From an optimization exercise on the open Yosys and OpenROAD flow, aimed at small area; shortcuts taken in it are not production practice. Function was not checked in any run shown here: the RTL went through the layout flow alone. The flow treats the clock pin as an ideal source, which a real chip does not have. Power and IR drop assume default switching activity.

## flow/design.v

```verilog
`timescale 1ns/10ps
module fa1 (
  input  logic a,
  input  logic b,
  input  logic c,
  output logic s,
  output logic co
);
  assign {co, s} = a + b + c;
endmodule
module ha1 (
  input  logic a,
  input  logic b,
  output logic s,
  output logic co
);
  assign {co, s} = a + b;
endmodule
module boothCell (
  input  logic acc,
  input  logic b,      
  input  logic bm1,    
  input  logic one,
  input  logic two,
  input  logic neg,
  input  logic c,
  output logic s,
  output logic co
);
  wire pp = ((one & b) | (two & bm1)) ^ neg;
  fa1 u_fa (.a(acc), .b(pp), .c(c), .s(s), .co(co));
endmodule
module condUnit (
  input  logic [3:0] k,
  input  logic       fz,
  input  logic       fc,
  input  logic       fl,
  input  logic       fn_,
  input  logic       ff,
  output logic       cond
);
  always_comb
  begin
    case (k)
      4'd0:    cond = fz;
      4'd1:    cond = !fz;
      4'd2:    cond = fc;
      4'd3:    cond = !fc;
      4'd4:    cond = fl;
      4'd5:    cond = !fl;
      4'd6:    cond = fn_;
      4'd7:    cond = !fn_;
      4'd8:    cond = ff;
      4'd9:    cond = !ff;
      4'd14:   cond = 1'b1;
      default: cond = 1'b0;
    endcase
  end
endmodule
module aluSlice (
  input  logic [1:0] a,
  input  logic [1:0] x,      
  input  logic       xEn,
  input  logic       inv,
  input  logic       c0,
  input  logic       isAnd,
  input  logic       isOr,
  input  logic       isXor,
  input  logic       isNot,
  output logic [1:0] sum,
  output logic [1:0] res,
  output logic       x1,     
  output logic       c2
);
  wire [1:0] xD = (x & {2{xEn}}) ^ {2{inv}};
  wire c1 = (a[0] & xD[0]) | (c0 & (a[0] ^ xD[0]));
  assign sum[0] = a[0] ^ xD[0] ^ c0;
  assign sum[1] = a[1] ^ xD[1] ^ c1;
  assign c2 = (a[1] & xD[1]) | (c1 & (a[1] ^ xD[1]));
  assign x1 = xD[1];
  always_comb
  begin
    if (isAnd)      res = a & x;
    else if (isOr)  res = a | x;
    else if (isXor) res = a ^ x;
    else if (isNot) res = ~x;
    else            res = sum;
  end
endmodule
module shiftOut (
  input  logic [15:0] acc,
  input  logic [1:0]  aNow,    
  input  logic [4:0]  amt,
  input  logic [2:0]  ph,
  input  logic        fillBit,
  output logic [1:0]  dig
);
  wire [2:0] q    = amt[3:1];
  wire       rOdd = amt[0];
  wire [3:0] j    = {1'b0, q} + {3'd0, rOdd};
  logic tapE, tapO8;
  mux8c u_tapE (.d({acc[2], acc[4], acc[6], acc[8], acc[10], acc[12], acc[14], aNow[0]}), .s(q), .y(tapE));
  mux8c u_tapO (.d({acc[3], acc[5], acc[7], acc[9], acc[11], acc[13], acc[15], aNow[1]}), .s(j[2:0]), .y(tapO8));
  wire tapO = j[3] ? acc[1] : tapO8;
  wire [1:0] tap = rOdd ? {tapE, tapO} : {tapO, tapE};
  wire ge1 = ph >= q;                        
  wire ge0 = ph > q || (ph == q && !rOdd);   
  assign dig = {(ge1 ^ amt[4]) ? tap[1] : fillBit,
                (ge0 ^ amt[4]) ? tap[0] : fillBit};
endmodule
module wrDecode (
  input  logic [3:0]  wa,
  input  logic        wen,
  input  logic        clr,
  output logic [15:0] sel
);
  always_comb
    for (int r = 0; r < 16; r++)
      sel[r] = clr || (wen && wa == r[3:0]);
endmodule
module mux2c (
  input  logic a,
  input  logic b,
  input  logic s,
  output logic y
);
  assign y = s ? b : a;
endmodule
module mux4c (
  input  logic [3:0] d,
  input  logic [1:0] s,
  output logic       y
);
  assign y = d[s];
endmodule
module mux8c (
  input  logic [7:0] d,
  input  logic [2:0] s,
  output logic       y
);
  logic [1:0] m;
  mux4c u_lo (.d(d[3:0]), .s(s[1:0]), .y(m[0]));
  mux4c u_hi (.d(d[7:4]), .s(s[1:0]), .y(m[1]));
  assign y = s[2] ? m[1] : m[0];
endmodule
module mux16c (
  input  logic [15:0] d,
  input  logic [3:0]  s,
  output logic        y
);
  logic [3:0] m;
  mux4c u_0 (.d(d[3:0]),   .s(s[1:0]), .y(m[0]));
  mux4c u_1 (.d(d[7:4]),   .s(s[1:0]), .y(m[1]));
  mux4c u_2 (.d(d[11:8]),  .s(s[1:0]), .y(m[2]));
  mux4c u_3 (.d(d[15:12]), .s(s[1:0]), .y(m[3]));
  mux4c u_4 (.d(m),        .s(s[3:2]), .y(y));
endmodule
module cpuTop (
  input  logic        clk,
  input  logic        reset,
  input  logic [15:0] instr,
  input  logic [15:0] memRdata,
  output logic [15:0] pc,
  output logic [15:0] memAddr,
  output logic [15:0] memWdata,
  output logic        memWrite,
  output logic        memEn
);
  logic [2:0] ph;     
  logic       r2;     
  logic       clr;    
  wire [3:0] op = instr[15:12];
  wire [3:0] rd = instr[11:8];
  wire [3:0] fn = instr[7:4];
  wire [3:0] rs = instr[3:0];
  wire [7:0] imm = instr[7:0];
  wire isR    = (op == 4'd0);
  wire isScnd = (op == 4'd4);
  wire isJra  = (op == 4'd6);
  wire isLd   = (op == 4'd7);
  wire isSh   = (op == 4'd8);
  wire isSt   = (op == 4'd10);
  wire isBc   = (op == 4'd12);
  wire isJ    = (op == 4'd13);
  wire isJal  = (op == 4'd15);
  wire [3:0] code  = isR ? fn : op;
  wire aluOp  = isR || op == 4'd1 || op == 4'd2 || op == 4'd3 || op == 4'd5 ||
                op == 4'd9 || op == 4'd11 || op == 4'd14;
  wire isMul  = aluOp && code == 4'd14;
  wire isCmp  = aluOp && code == 4'd11;
  wire isAnd  = code == 4'd1;
  wire isOr   = code == 4'd2;
  wire isXor  = code == 4'd3;
  wire isNot  = isR && fn == 4'd4;
  wire isSub  = code == 4'd9 || code == 4'd11;
  wire logicOp = isAnd || isOr || isXor || isNot;
  wire cfW    = aluOp && !logicOp && !isMul && !isCmp && !(isR && fn == 4'd6);
  wire twoTurn = isLd || isMul || isSh || isSt;
  wire active  = !clr;
  wire last    = (ph == 3'd7);
  wire done    = active && last && (r2 || !twoTurn);
  always_ff @(posedge clk)
  begin
    if (reset)
    begin
      ph   <= 3'd0;
      r2   <= 1'b0;
      clr  <= 1'b1;
    end
    else
    begin
      ph   <= ph + 3'd1;
      if (last)
      begin
        r2  <= active && twoTurn && !r2;
        clr <= 1'b0;
      end
    end
  end
  logic [7:0] rf0 [16];   
  logic [7:0] rf1 [16];   
  wire [3:0] raA = rd;
  wire [3:0] raB = rs | {4{isJra}};
  logic [15:0] head0, head1;   
  always_comb
    for (int r = 0; r < 16; r++)
    begin
      head0[r] = rf0[r][0];
      head1[r] = rf1[r][0];
    end
  logic [1:0] rA, rB;
  mux16c u_rA0 (.d(head0), .s(raA), .y(rA[0]));
  mux16c u_rA1 (.d(head1), .s(raA), .y(rA[1]));
  mux16c u_rB0 (.d(head0), .s(raB), .y(rB[0]));
  mux16c u_rB1 (.d(head1), .s(raB), .y(rB[1]));
  logic [1:0] wd;
  logic       wen;
  wire  [3:0] wa = rd | {4{isJal}};
  logic [15:0] wsel;
  logic [15:0] tail0, tail1;   
  wire  [1:0]  wdat = wd & {2{!clr}};
  wrDecode u_wdec (.wa(wa), .wen(wen), .clr(clr), .sel(wsel));
  genvar gr;
  for (gr = 0; gr < 16; gr++)
  begin : g_wr
    mux2c u_t0 (.a(head0[gr]), .b(wdat[0]), .s(wsel[gr]), .y(tail0[gr]));
    mux2c u_t1 (.a(head1[gr]), .b(wdat[1]), .s(wsel[gr]), .y(tail1[gr]));
  end
  always_ff @(posedge clk)
  begin
    for (int r = 0; r < 16; r++)
    begin
      rf0[r] <= {tail0[r], rf0[r][7:1]};
      rf1[r] <= {tail1[r], rf1[r][7:1]};
    end
  end
  logic fc, ff, fz, fl, fn_;
  logic cond;
  condUnit u_cond (.k(rd), .fz(fz), .fc(fc), .fl(fl), .fn_(fn_), .ff(ff), .cond(cond));
  logic [15:0] mar;    
  logic [15:0] acc;    
  logic        cy;     
  logic        sgn;    
  logic        pb;     
  logic [1:0] pcDig;
  mux8c u_pc0 (.d({pc[14], pc[12], pc[10], pc[8], pc[6], pc[4], pc[2], pc[0]}), .s(ph), .y(pcDig[0]));
  mux8c u_pc1 (.d({pc[15], pc[13], pc[11], pc[9], pc[7], pc[5], pc[3], pc[1]}), .s(ph), .y(pcDig[1]));
  wire [1:0] immDig = ph[2] ? {2{imm[7]}} : imm[{ph[1:0], 1'b0} +: 2];
  wire usePc = isBc || isJal;
  wire [1:0] aD = usePc ? pcDig : rA;
  wire useImm = op == 4'd1 || op == 4'd2 || op == 4'd3 || op == 4'd5 ||
                op == 4'd9 || op == 4'd11 || op == 4'd12 || op == 4'd14;
  wire [1:0] xRaw = useImm ? immDig : rB;
  wire xEn = isBc ? cond : !isJal;
  wire inv = aluOp && isSub;
  wire cin0 = inv || isJal || (isBc && !cond);
  wire c0 = (ph == 3'd0) ? cin0 : cy;
  logic [1:0] sumD, aluDig;
  logic       x1, c2;
  aluSlice u_alu (.a(aD), .x(xRaw), .xEn(xEn), .inv(inv), .c0(c0),
                  .isAnd(isAnd), .isOr(isOr), .isXor(isXor), .isNot(isNot),
                  .sum(sumD), .res(aluDig), .x1(x1), .c2(c2));
  wire s0 = sumD[0];
  wire s1 = sumD[1];
  always_ff @(posedge clk)
  begin
    cy <= c2;
    if (reset)
    begin
      fc <= 1'b0; ff <= 1'b0; fz <= 1'b0; fl <= 1'b0; fn_ <= 1'b0;
    end
    else if (active && !r2)
    begin
      if (last && cfW)
      begin
        fc <= c2 ^ inv;
        ff <= !(aD[1] ^ x1) && (s1 ^ aD[1]);
      end
      if (isCmp)
      begin
        fz <= (ph == 3'd0 || fz) && !s0 && !s1;
        if (last)
        begin
          fl <= !c2;
          fn_ <= c2 ^ aD[1] ^ x1;
        end
      end
    end
  end
  wire [1:0]  marIn   = isBc ? {s1, s0} : xRaw;
  wire [15:0] marNext = {marIn, mar[15:2]};
  always_ff @(posedge clk)
  begin
    if (!r2)
      mar <= marNext;
  end
  wire mulStep = isMul && r2;
  wire ldStep  = isLd && r2 && ph == 3'd0;   
  wire bLow  = pb && ph != 3'd0;
  wire bOne  = mulStep && (rA[0] ^ bLow);
  wire bTwo  = mulStep && ((rA[1] & !rA[0] & !bLow) | (!rA[1] & rA[0] & bLow));
  wire bNeg  = mulStep && rA[1] && !(rA[0] && bLow);
  wire [15:0] accIn = acc | (ldStep ? memRdata : 16'd0);
  logic [15:0] psum;
  logic [16:0] pc_;    
  assign pc_[0] = bNeg;
  genvar gk;
  for (gk = 0; gk < 16; gk++)
  begin : g_row
    boothCell u_c (.acc(accIn[gk]), .b(mar[gk]), .bm1(gk == 0 ? 1'b0 : mar[gk == 0 ? 0 : gk - 1]),
                   .one(bOne), .two(bTwo), .neg(bNeg), .c(pc_[gk]), .s(psum[gk]), .co(pc_[gk + 1]));
  end
  wire [4:0] amt   = (fn[3:2] == 2'b00) ? instr[4:0] : mar[4:0];
  wire       arith = (fn[3:1] == 3'b001) || (fn == 4'b0110);
  wire       fill  = amt[4] && arith && sgn;
  logic [1:0] shDig;
  shiftOut u_sh (.acc(acc), .aNow(rA), .amt(amt), .ph(ph), .fillBit(fill), .dig(shDig));
  wire [1:0]  accTop = (isMul || isLd) ? 2'b00 : rA;
  always_ff @(posedge clk)
  begin
    acc <= {accTop, psum[15:2]};
    pb  <= rA[1];
    if (last && !r2)
      sgn <= rA[1];
  end
  always_comb
  begin
    wen = 1'b0;
    wd  = aluDig;
    if (active)
    begin
      if (r2)
      begin
        wen = 1'b1;
        wen = !isSt;
        if (isLd || isMul) wd = psum[1:0];
        else            wd = shDig;
      end
      else if (isScnd)
      begin
        wen = 1'b1;
        wd  = {1'b0, cond && ph == 3'd0};
      end
      else if (isJal || (aluOp && !isCmp && !isMul))
        wen = 1'b1;   
    end
  end
  wire jmp = isBc || isJ || isJal || isJra;
  logic [15:0] pcInc;
  logic [16:0] ic;
  assign ic[0] = done && !jmp;
  genvar gi;
  for (gi = 0; gi < 16; gi++)
  begin : g_inc
    ha1 u_h (.a(pc[gi]), .b(ic[gi]), .s(pcInc[gi]), .co(ic[gi + 1]));
  end
  always_ff @(posedge clk)
  begin
    if (reset)
      pc <= 16'd0;
    else
      pc <= (done && jmp) ? marNext : pcInc;
  end
  assign memAddr  = mar;
  assign memWdata = acc;
  wire memStep = active && r2 && ph == 3'd0 && (isLd || isSt);
  assign memWrite = memStep && isSt && !reset;
  assign memEn    = memStep && !reset;
endmodule
```

## flow/flow/run.sh

```bash
#!/bin/bash
# Own flow: the standard layout (standard.sh, with its standard
# synthesis unchanged) with three settings passed through ORFS's own
# variables:
#  - port buffers are the smallest buffer, sky130_fd_sc_hd__buf_1 (every
#    input and output port still gets its own buffer);
#  - clock tree synthesis uses clkbuf_4 clusters and adds no dummy loads;
#  - after clock tree synthesis, logic cells with timing to spare are swapped
#    for smaller cells of the same function (flow/downsize.tcl); global
#    routing's repair steps then run as usual.
# make's full output goes to flow.log here; ORFS keeps each step's log under
# orfs/logs/.
set -euo pipefail
export BUFFER_PORTS_ARGS="-buffer_cell sky130_fd_sc_hd__buf_1"
export CTS_ARGS="-sink_clustering_enable -repair_clock_nets -dont_use_dummy_load -buf_list sky130_fd_sc_hd__clkbuf_4 -sink_clustering_size 12 -sink_clustering_max_diameter 40"
export POST_CTS_TCL="$PWD/flow/downsize.tcl"
bash standard.sh > flow.log 2>&1
```

## flow/flow/downsize.tcl

```tcl
# Sourced by ORFS at the end of clock tree synthesis (POST_CTS_TCL), before
# the CTS result is written. Global routing's own repair_design and
# repair_timing run later, in their own step, and fix any slew, capacitance
# or timing this leaves.
estimate_parasitics -placement
# Greedy downsizing: swap each logic cell for the smallest cell of the same
# family (same name up to the drive suffix, so the same function and pins)
# when setup slack stays above a margin and no max slew or capacitance
# limit is broken. Clock tree cells and port buffers are left alone.
set ds_margin 0.15e-9
set db [ord::get_db]
set block [ord::get_db_block]
set dont_use {}
if { [info exists ::env(DONT_USE_CELLS)] } { set dont_use $::env(DONT_USE_CELLS) }
array set fam {}
foreach lib [$db getLibs] {
  foreach m [$lib getMasters] {
    set n [$m getName]
    if { [regexp {^(sky130_fd_sc_hd__[a-z0-9]+(?:_[a-z][a-z0-9]*)*)_([0-9]+)$} $n -> base sz] } {
      if { [lsearch -exact $dont_use $n] < 0 } { lappend fam($base) $m }
    }
  }
}
proc ds_area { m } { return [expr { double([$m getWidth]) * [$m getHeight] }] }
proc ds_ok { margin } {
  if { [sta::worst_slack_cmd max] < $margin } { return 0 }
  if { [sta::max_slew_violation_count] > 0 } { return 0 }
  if { [sta::max_capacitance_violation_count] > 0 } { return 0 }
  return 1
}
set saved 0.0
set swaps 0
foreach inst [$block getInsts] {
  set m [$inst getMaster]
  set n [$m getName]
  set iname [$inst getName]
  if { [$inst isFixed] } { continue }
  if { [regexp {clkbuf|clkinv|clkdly|dlygate|tapvpwr|fill|decap|conb|df|dl|sdf|edf} $n] } { continue }
  if { [regexp {^(input|output)[0-9]+$} $iname] } { continue }
  if { ![regexp {^(sky130_fd_sc_hd__[a-z0-9]+(?:_[a-z][a-z0-9]*)*)_([0-9]+)$} $n -> base sz] } { continue }
  if { ![info exists fam($base)] } { continue }
  set cur [ds_area $m]
  set cands {}
  foreach c $fam($base) {
    if { [ds_area $c] < $cur } { lappend cands [list [ds_area $c] $c] }
  }
  foreach pair [lsort -real -index 0 $cands] {
    set c [lindex $pair 1]
    replace_cell $iname [$c getName]
    if { [ds_ok $ds_margin] } {
      set saved [expr { $saved + $cur - [lindex $pair 0] }]
      incr swaps
      break
    }
    replace_cell $iname $n
  }
}
puts "downsize: $swaps cells swapped, [expr {$saved / 1e6}] um2 saved"
detailed_placement
check_placement -verbose
```

## flow/standard.sh

```bash
#!/bin/bash
# synth_recipe.tcl (not shown) runs the flow's synth.tcl, then flattens the netlist and writes it again
# the make line also repeats each setting of config.mk as NAME=value (left out here)
make -C /OpenROAD-flow-scripts/flow DESIGN_CONFIG=/design/flow/config.mk WORK_HOME=/design/flow/orfs CLKGATE_MAP_FILE= SYNTH_SCRIPT=/design/flow/synth_recipe.tcl "${@:-finish}"
```

## flow/config.mk

```make
export PLATFORM = sky130hd
export DESIGN_NAME = cpuTop
export DESIGN_NICKNAME = cpuTop
export VERILOG_FILES = /design/flow/design.v
export SDC_FILE = /design/flow/constraint.sdc
export NUM_CORES = 4
export LEC_CHECK = 0
export CAP_MARGIN = 20
export CORE_MARGIN = 2
export CORE_UTILIZATION = 65
export SLEW_MARGIN = 20
export SYNTH_HIERARCHICAL = 1
```

## flow/constraint.sdc

```tcl
create_clock -name core_clock -period 11.0 [get_ports {clk}]
set_input_delay 2.2000 -clock core_clock [delete_from_list [all_inputs] [get_ports {clk}]]
set_output_delay 2.2000 -clock core_clock [all_outputs]
set_load 0.01 [all_outputs]
```

==> summary.txt, run 1 <==
Logic synthesis
  – Sequential share of the synthesized area: roughly three fifths
  – Synth Warn #: 12
  – Main flop type after synthesis: dfxtp_1
  – Async SR Flop Fraction: 0%
  – Synth cell count leaders: 300 x dfxtp_1, 40 x nor2_1, 39 x mux2_4
  – Largest area contributor in the netlist: dfxtp_1
  – Area contributors post-synth: dfxtp_1 55%, mux4_2 6.2%, mux2_4 5.4%
  – Syn_nets: 869
  – Mean post-synth cell area: 13.9 sq um
  – Synth Register Bits: around 320
  – Syn Inst Count: roughly 800
  – Post-Syn Area: about 11,000 sq um
  – Most numerous cell in the Yosys netlist: dfxtp_1
  – Post-synth top area share: 54.9%
  – Post-synth EDFFs: 17
  – Post-synth cell types: 66

Routing
  – ANT nets after route: 0
  – # DRC: 0
  – First drt pass iteration count: 5
  – Total number of vias: roughly 6,500
  – Routed WL per cell: 21.3 microns
  – Total Wirelength: about 24,000 microns
  – Vias per cell: roughly 5.7
  – DR iter-0 viols: between 400 and 500

Setup path
  – Slack of the worst reg-to-reg path: 2.07 ns
  – Reg-to-Reg End: acc[13]
  – R2R depth: 24
  – CP Max Fanout: 15
  – Critical path class: input port to flop
  – Crit-path max cell delay: about 0.57 ns
  – CP startpoint kind: input port
  – Critical Path Sink Type: flop
  – Crit-path slowest cell: mux4_2
  – FF-to-FF Start: ph[0]
  – CP arrival: around 11 ns
  – Cell Chain, Critical Path: buf_1, buf_1, mux4_2, mux4_2, ha_1, and2_1, buf_1, a22oi_1, xnor2_1, fa_1, fa_1, fa_1, fa_1, fa_1, fa_1, fa_1, fa_1, fa_1, fa_1, fa_1, fa_1, fa_1, fa_1, fa_1
  – Critical Path RT: between 10 and 15 ns
  – Most frequent CP cell: fa_1

Worst hold path
  – Endpoint, Worst Hold: rf1[13][3]
  – Min-Delay Path Class: flop to flop
  – Cells on Worst Hold Path: 0
  – Hold path start: rf1[13][4]

Timing
  – Fmax: 0.0944 GHz
  – Final setup TNS: 0 ns
  – Final Hold Viols: 0
  – Minimum clock period: 10.59 ns
  – Slew @ Worst Pin: ~1.1 ns
  – Worst Skew: roughly 0.074 ns
  – Period utilization: 96.3%
  – Setup violators final: 0
  – Slew Viols, Final: 0
  – RSZ-0062 raised after global routing: no
  – Slew HR: 27.9%

Finish
  – Area Growth Syn to Fin: 4.42%
  – # diodes: 0
  – Nets@finish: 986
  – Layout cells sized above 1: under 10%
  – Fill cells: ~1,300

Clock tree
  – Clock sink count: roughly 320
  – CTS clk-pin slew, worst paths: 0.11 ns
  – Clk Latency, worst-skew pair: 0.64 ns
  – CTS tree: built

Floorplan
  – Starting Density: 66.2%
  – Die Span Y: between 100 and 150 microns
  – Core footprint: about 17,000 sq um
  – Die width: around 130 microns
  – IO Pins: 84
  – Standard-cell rows: 47
  – Die Footprint: between 15,000 and 20,000 sq um

Global route
  – Vias in the first global route: approximately 6,600
  – Largest net degree at the start of global routing: 31
  – GRT Residual Overflow: 0
  – First-pass GRT wire length: around 37,000 microns
  – Initial antenna violation count: 0
  – Gr usage total: 27.3%

Job
  – Total of max-cap violations: 0

Power
  – Total power: roughly 1.8 mW
  – Leakage: between 4 and 5 nW
  – Power density cells: ~160 nW/um^2
  – Peak VDD IR: roughly 0.14 mV

Placed design
  – Placer Congestion: ~0.93
  – DP Wirelength: ~18,000 microns
  – IO buf count: 83

Run status
  – Status: timing/DRC/antenna clean
==> Yosys stat by module, one instance, submodules excluded, a selection <==
| module | flops+latches | times used |
|---|---|---|
| aluSlice | 0 | 1 |
| shiftOut | 0 | 1 |
| wrDecode | 0 | 1 |
| mux4c | 0 | 28 |
| mux2c | 0 | 32 |
| fa1 | 0 | 16 |
| mux8c | 0 | 4 |
| boothCell | 0 | 16 |
| ha1 | 0 | 16 |
| condUnit | 0 | 1 |
==> where the power goes <==
group | internal, mW | switching [mW]
Combinational | 0.0512 | 0.0773
Clock | 0.160 | 0.327
Sequential | 1.17 | 0.0253
Total | 1.39 | 0.430
==> per-layer routing <==
metal	GRT usage (%)	wire [microns]	part of all wire (%)
met5	0	0	0
met4	6.44	289	1.2
met3	5.59	1500	6.3
met2	43.3	11300	47
met1	39.1	10700	45
==> flip-flops by register name (all words and copies together), names as in the netlist <==
register and flops:
acc 16, clr 1, cy 1, fc 1
ff 1, fl 1, fn_ 1, fz 1
mar 16, pb 1, pc 16, ph 3
r2 1, rf0 128, rf1 128, sgn 1
==> layout make-up <==
cell class / instances / area, sq um / share of cell area (%)
inverters: 30 / 113 / 0.986
flip-flops and latches: 317 / 6520 / 57.1
multi-input cells: 421 / 3860 / 33.8
repair buffers: 97 / 368 / 3.22
clock buffers: 38 / 285 / 2.50
well taps: 220 / 275 / 2.41
==> worst max-delay path: cells and delay by family <==
family | cells | cell delay (ns)
multiplexers | 2 | 0.97
XOR/XNOR | 1 | 0.18
buffers and inverters | 3 | 1.07
adder cells (fa/ha/maj) | 16 | 6.27
AO/OA/AOI/OAI | 1 | 0.22
AND/OR/NAND/NOR | 1 | 0.13
==> worst max path at each step <==
stage	from	to	slack, ns	cells past startpoint
3_3_place_gp	instr[8]	acc[13]	0.36	24
3_5_place_dp	instr[8]	acc[13]	0.12	24
2_1_floorplan	instr[8]	acc[13]	0.11	21
5_1_grt	instr[9]	acc[13]	0.11	24
6_report	instr[9]	acc[13]	0.41	24
==> cells in the final DEF, fill, tap and decap left out, types with 25 or more instances in the layout <==
cell type,count
dfxtp_1,300
inv_1,30
mux2_1,39
nand2_1,25
nor2_1,42
xnor2_1,25
clkbuf_4,38
mux4_2,30
ha_1,29
buf_1,94
==> metrics by stage <==
stage	area, sq um	hold slack, ns	instances	util (%)	worst slack [ns]
final	11400	0.261	1123	69.1	0.408
after global routing	11400	0.248	1123	69.1	0.110
after detailed placement	11500	0.312	1085	69.7	0.123
after floorplan	10900	0.310	788	-	0.107
after global placement	11500	0.310	1085	69.7	0.357
==> cell families (layout without fill, tap and decap cells) <==
| logic type | Yosys count | in the layout | synth area share, % |
|---|---|---|---|
| AO/OA/AOI/OAI | 113 | 113 | 8.32 |
| XOR/XNOR | 30 | 30 | 2.40 |
| adder cells (fa/ha/maj) | 47 | 47 | 6.61 |
| buffers and inverters | 50 | 165 | 2.06 |
| flip-flops | 317 | 317 | 59.6 |
| multiplexers | 98 | 98 | 14.3 |
| other | 1 | 1 | 0.0343 |
| AND/OR/NAND/NOR | 132 | 132 | 6.71 |
==> run 2: changes to the inputs <==
--- a/flow/design.v
+++ b/flow/design.v
@@ -23,11 +23,13 @@
   input  logic one,
   input  logic two,
   input  logic neg,
+  input  logic m,      
+  input  logic ld,     
   input  logic c,
   output logic s,
   output logic co
 );
-  wire pp = ((one & b) | (two & bm1)) ^ neg;
+  wire pp = ((one & b) | (two & bm1) | (ld & m)) ^ neg;
   fa1 u_fa (.a(acc), .b(pp), .c(c), .s(s), .co(co));
 endmodule
 module condUnit (
@@ -269,7 +271,8 @@
   wire usePc = isBc || isJal;
   wire [1:0] aD = usePc ? pcDig : rA;
   wire useImm = op == 4'd1 || op == 4'd2 || op == 4'd3 || op == 4'd5 ||
-                op == 4'd9 || op == 4'd11 || op == 4'd12 || op == 4'd14;
+                op == 4'd9 || op == 4'd11 || op == 4'd12 || op == 4'd14 ||
+                (isSh && fn[3:2] == 2'b00);
   wire [1:0] xRaw = useImm ? immDig : rB;
   wire xEn = isBc ? cond : !isJal;
   wire inv = aluOp && isSub;
@@ -320,17 +323,16 @@
   wire bOne  = mulStep && (rA[0] ^ bLow);
   wire bTwo  = mulStep && ((rA[1] & !rA[0] & !bLow) | (!rA[1] & rA[0] & bLow));
   wire bNeg  = mulStep && rA[1] && !(rA[0] && bLow);
-  wire [15:0] accIn = acc | (ldStep ? memRdata : 16'd0);
   logic [15:0] psum;
   logic [16:0] pc_;    
   assign pc_[0] = bNeg;
   genvar gk;
   for (gk = 0; gk < 16; gk++)
   begin : g_row
-    boothCell u_c (.acc(accIn[gk]), .b(mar[gk]), .bm1(gk == 0 ? 1'b0 : mar[gk == 0 ? 0 : gk - 1]),
+    boothCell u_c (.acc(acc[gk]), .m(memRdata[gk]), .ld(ldStep), .b(mar[gk]), .bm1(gk == 0 ? 1'b0 : mar[gk == 0 ? 0 : gk - 1]),
                    .one(bOne), .two(bTwo), .neg(bNeg), .c(pc_[gk]), .s(psum[gk]), .co(pc_[gk + 1]));
   end
-  wire [4:0] amt   = (fn[3:2] == 2'b00) ? instr[4:0] : mar[4:0];
+  wire [4:0] amt   = mar[4:0];   
   wire       arith = (fn[3:1] == 3'b001) || (fn == 4'b0110);
   wire       fill  = amt[4] && arith && sgn;
   logic [1:0] shDig;
==> run 2 against run 1 <==
Compared with the run above: die area fell by 2.5%; worst setup slack got worse by 0.20 ns; count of clock-buffer cells in the layout did not move; register-to-register slack got worse by 0.25 ns; design area fell by 1.3%; total power barely moved; critical path type unchanged.
==> summary.txt, run 2 <==
Run status
  – Status: timing/DRC/antenna clean

Power
  – Switching Share: between 20% and 30%
  – Clock Power Share: approximately 27%
  – Sw Pwr: 433 uW
  – Leakage: around 4.7 nW
  – Power density cells: between 150 and 200 nW/um^2
  – Internal: between 1 and 1.5 mW
  – Combinational share of power: 6.7%
  – Sequential share of power: about two thirds
  – Peak VDD IR: about 0.17 mV

Clock tree
  – CTS clk-pin slew, worst paths: between 0.1 and 0.15 ns
  – Clock sink count: about 320
  – CTS tree: built
  – Clk Latency, worst-skew pair: approximately 0.65 ns

Placed design
  – Cell count after placement: between 1,000 and 1,500
  – DP Wirelength: roughly 17,000 microns
  – Placed cell areas: roughly 11,000 sq um
  – IO buf count: a little over 80
  – Placer Congestion: 0.903

Routing
  – # DRC: 0
  – Vias per cell: between 5 and 6
  – ANT nets after route: 0
  – First drt pass iteration count: 6
  – DR iter-0 viols: between 600 and 700
  – Total number of vias: ~6,300
  – Routed WL per cell: ~21 microns
  – Total Wirelength: roughly 23,000 microns

Finish
  – Area Growth Syn to Fin: 5.77%
  – Fin cells: approximately 1,100
  – # diodes: 0
  – Fill cells: roughly 1,100
  – Post-route cell area: between 10,000 and 15,000 sq um
  – Biggest registers after layout: rf0 x128, rf1 x128
  – Most common cell after layout, fill and taps aside: dfxtp_1
  – Post-layout utilization of the core: a little over two thirds
  – Most frequent cells in the layout: 300 x dfxtp_1, 93 x buf_1, 38 x clkbuf_4
  – Nets@finish: between 900 and 1,000
  – Layout cells sized above 1: under 10%

Logic synthesis
  – Synth Register Bits: roughly 320
  – Main flop type after synthesis: dfxtp_1
  – Syn_nets: around 840
  – Most numerous cell in the Yosys netlist: dfxtp_1
  – Synth Area in Compound Gates: ~7.3%
  – Synth Area in Simple Gates: 6.43%
  – Area contributors post-synth: dfxtp_1 56%, mux4_2 5.9%, mux2_4 5.2%
  – Post-synth EDFFs: 17
  – Post-synth top area share: 56.4%
  – Async SR Flop Fraction: 0%
  – Multiplexer share of the synthesized area: 14.0%
  – Synth Warn #: 12
  – Main combinational cell family by area after synthesis: multiplexers
  – Syn Inst Count: roughly 750
  – Synth cell count leaders: 300 x dfxtp_1, 37 x mux2_4, 35 x nor2_1
  – Mean post-synth cell area: roughly 14 sq um
  – Largest area contributor in the netlist: dfxtp_1
  – Xor and xnor fraction of the mapped netlist area: between 2 and 2.5%
  – Synth Area in Adders: 6.79%
  – Post-synth cell types: 70
  – Post-Syn Area: approximately 11,000 sq um
  – Sequential share of the synthesized area: 61.2%

Timing
  – Slew @ Worst Pin: between 0.8 and 0.9 ns
  – Setup violators final: 0
  – Slew Viols, Final: 0
  – RSZ-0062 raised after global routing: no
  – Slew HR: between 40% and 50%
  – Final Hold Viols: 0
  – Fmax: between 0.09 and 0.1 GHz
  – Period utilization: about 100%
  – Minimum clock period: between 10 and 15 ns
  – Final setup TNS: 0 ns
  – Worst Skew: about 0.12 ns

Floorplan
  – IO Pins: 84
  – Core footprint: 15,900 sq um
  – Die width: approximately 130 microns
  – Die Span Y: around 130 microns
  – Starting Density: between 60% and 70%
  – Standard-cell rows: 46
  – Die Footprint: ~17,000 sq um

Setup path
  – Critical path class: input port to flop
  – CP arrival: between 10 and 15 ns
  – Crit path launch: instr[8]
  – FF-to-FF Start: r2
  – Critical Path Sink Type: flop
  – CP Max Fanout: 15
  – Critical Path RT: around 11 ns
  – Capture point of the critical path: acc[13]
  – Reg-to-Reg End: acc[13]
  – CP startpoint kind: input port
  – Slack of the worst reg-to-reg path: 1.82 ns
  – R2R depth: 21

Global route
  – Initial antenna violation count: 0
  – Largest net degree at the start of global routing: 26
  – Gr usage total: between 20% and 30%
  – Vias in the first global route: about 6,500
  – GRT Residual Overflow: 0
  – First-pass GRT wire length: ~37,000 microns

Worst hold path
  – Cells on Worst Hold Path: 0
  – Min-Delay Path Class: flop to flop

Job
  – Total of max-cap violations: 0
[run 2: how the worst min path moves through the flow]
stage          startpoint        end  slack [ns]
6_report        rf0[4][1]  rf0[4][0]        0.22
5_1_grt         rf0[4][7]  rf0[4][6]        0.20
3_5_place_dp    rf1[1][4]  rf1[1][3]        0.31
3_3_place_gp    rf1[5][3]  rf1[5][2]        0.31
2_1_floorplan   rf0[0][1]  rf0[0][0]        0.31
[run 2: final cells by class]
class	instances	area, sq um	area share (%)
Tap cell	216	270	2.40
Sequential cell	317	6520	57.8
Clock buffer	38	285	2.53
Multi-Input combinational cell	395	3710	32.9
Timing Repair Buffer	98	380	3.38
Inverter	27	101	0.900
[run 2: power by group through the flow]
stage | Clock, mW | Sequential [mW] | Combinational, mW
after floorplan | 0 | 1.22 | 0.0830
final | 0.493 | 1.20 | 0.122
after global routing | 0.548 | 1.20 | 0.132
after global placement | 0 | 1.23 | 0.124
after detailed placement | 0 | 1.23 | 0.127
[run 2: kinds of logic after synthesis]
group,after synthesis
AO/OA/AOI/OAI,98
XOR/XNOR,29
adder cells (fa/ha/maj),47
buffers and inverters,42
flip-flops,317
multiplexers,94
other,1
AND/OR/NAND/NOR,126
[run 2: layer usage]
| metal | GRT usage, % | part of all wire, % | vias to the layer above |
|---|---|---|---|
| met2 | 44.8 | 49 | 255 |
| met4 | 11.7 | 3.9 | 0 |
| li1 | - | - | 2932 |
| met3 | 5.27 | 5.9 | 60 |
| met1 | 36.0 | 41 | 3082 |
| met5 | 0 | 0 | - |
[run 2: critical path, cell delays in order]
cell and delay [ns]:
buf_1 0.09, buf_2 0.34, mux4_2 0.56, mux4_2 0.53, buf_1 0.17, or3b_2 0.48, a21oi_1 0.20, buf_1 0.57
a222oi_1 0.18, xnor2_1 0.19, fa_1 0.43, fa_1 0.39, fa_1 0.39, fa_1 0.39, fa_1 0.40, fa_1 0.42
fa_1 0.45, fa_1 0.41, fa_1 0.41, fa_1 0.40, fa_1 0.41, fa_1 0.39, fa_1 0.38, fa_1 0.45
[run 2: stage by stage]
stage / worst slack (ns) / total power [mW] / hold slack (ns)
global route: 0.0182 / 1.88 / 0.197
global placement: 0.0889 / 1.35 / 0.309
detailed placement: -0.110 / 1.36 / 0.312
floorplan: 0.0546 / 1.30 / 0.310
finish: 0.203 / 1.82 / 0.217
[run 2: per-module statistics from Yosys (local to each module, per instance), excerpt]
| module | flops+latches | times used |
|---|---|---|
| fa1 | 0 | 16 |
| condUnit | 0 | 1 |
| mux2c | 0 | 32 |
| cpuTop | 317 | 1 |
| boothCell | 0 | 16 |
| shiftOut | 0 | 1 |
| mux4c | 0 | 28 |
| mux8c | 0 | 4 |
| aluSlice | 0 | 1 |
| wrDecode | 0 | 1 |
| ha1 | 0 | 16 |

[separate check: timing with driven ports]
The results above use ideal ports. As a check the final layouts listed here were re-extracted and re-timed, cells and wires unchanged. Step 1, drivers: a clkbuf_16 drives clk and a buf_2 each remaining input, both assumed. Step 2, shift: input delay + t, output delay - t, t = (earliest + latest rising clock arrival at the registers) / 2. This alone moves slack from input paths to output paths. Slacks: ideal ports / drivers / drivers and shift; pairs: ideal ports / drivers.
run | shift t [ns] | setup WS [ns] | worst setup path after step 2 | slew at the worst register clock pin (ns) | cell pins on the clock port's net
run 1 | 0.643 | 0.408 / 0.424 / -0.219 | input to register | 0.12 / 0.12 | 1
run 2 | 0.625 | 0.203 / 0.209 / -0.416 | input to register | 0.12 / 0.12 | 1
With both steps, setup timing fails in run 1 and run 2, where it was met with ideal ports. For run 1, which loses most, drivers alone change the setup slack by +0.016 ns; drivers and shift together by -0.627 ns.
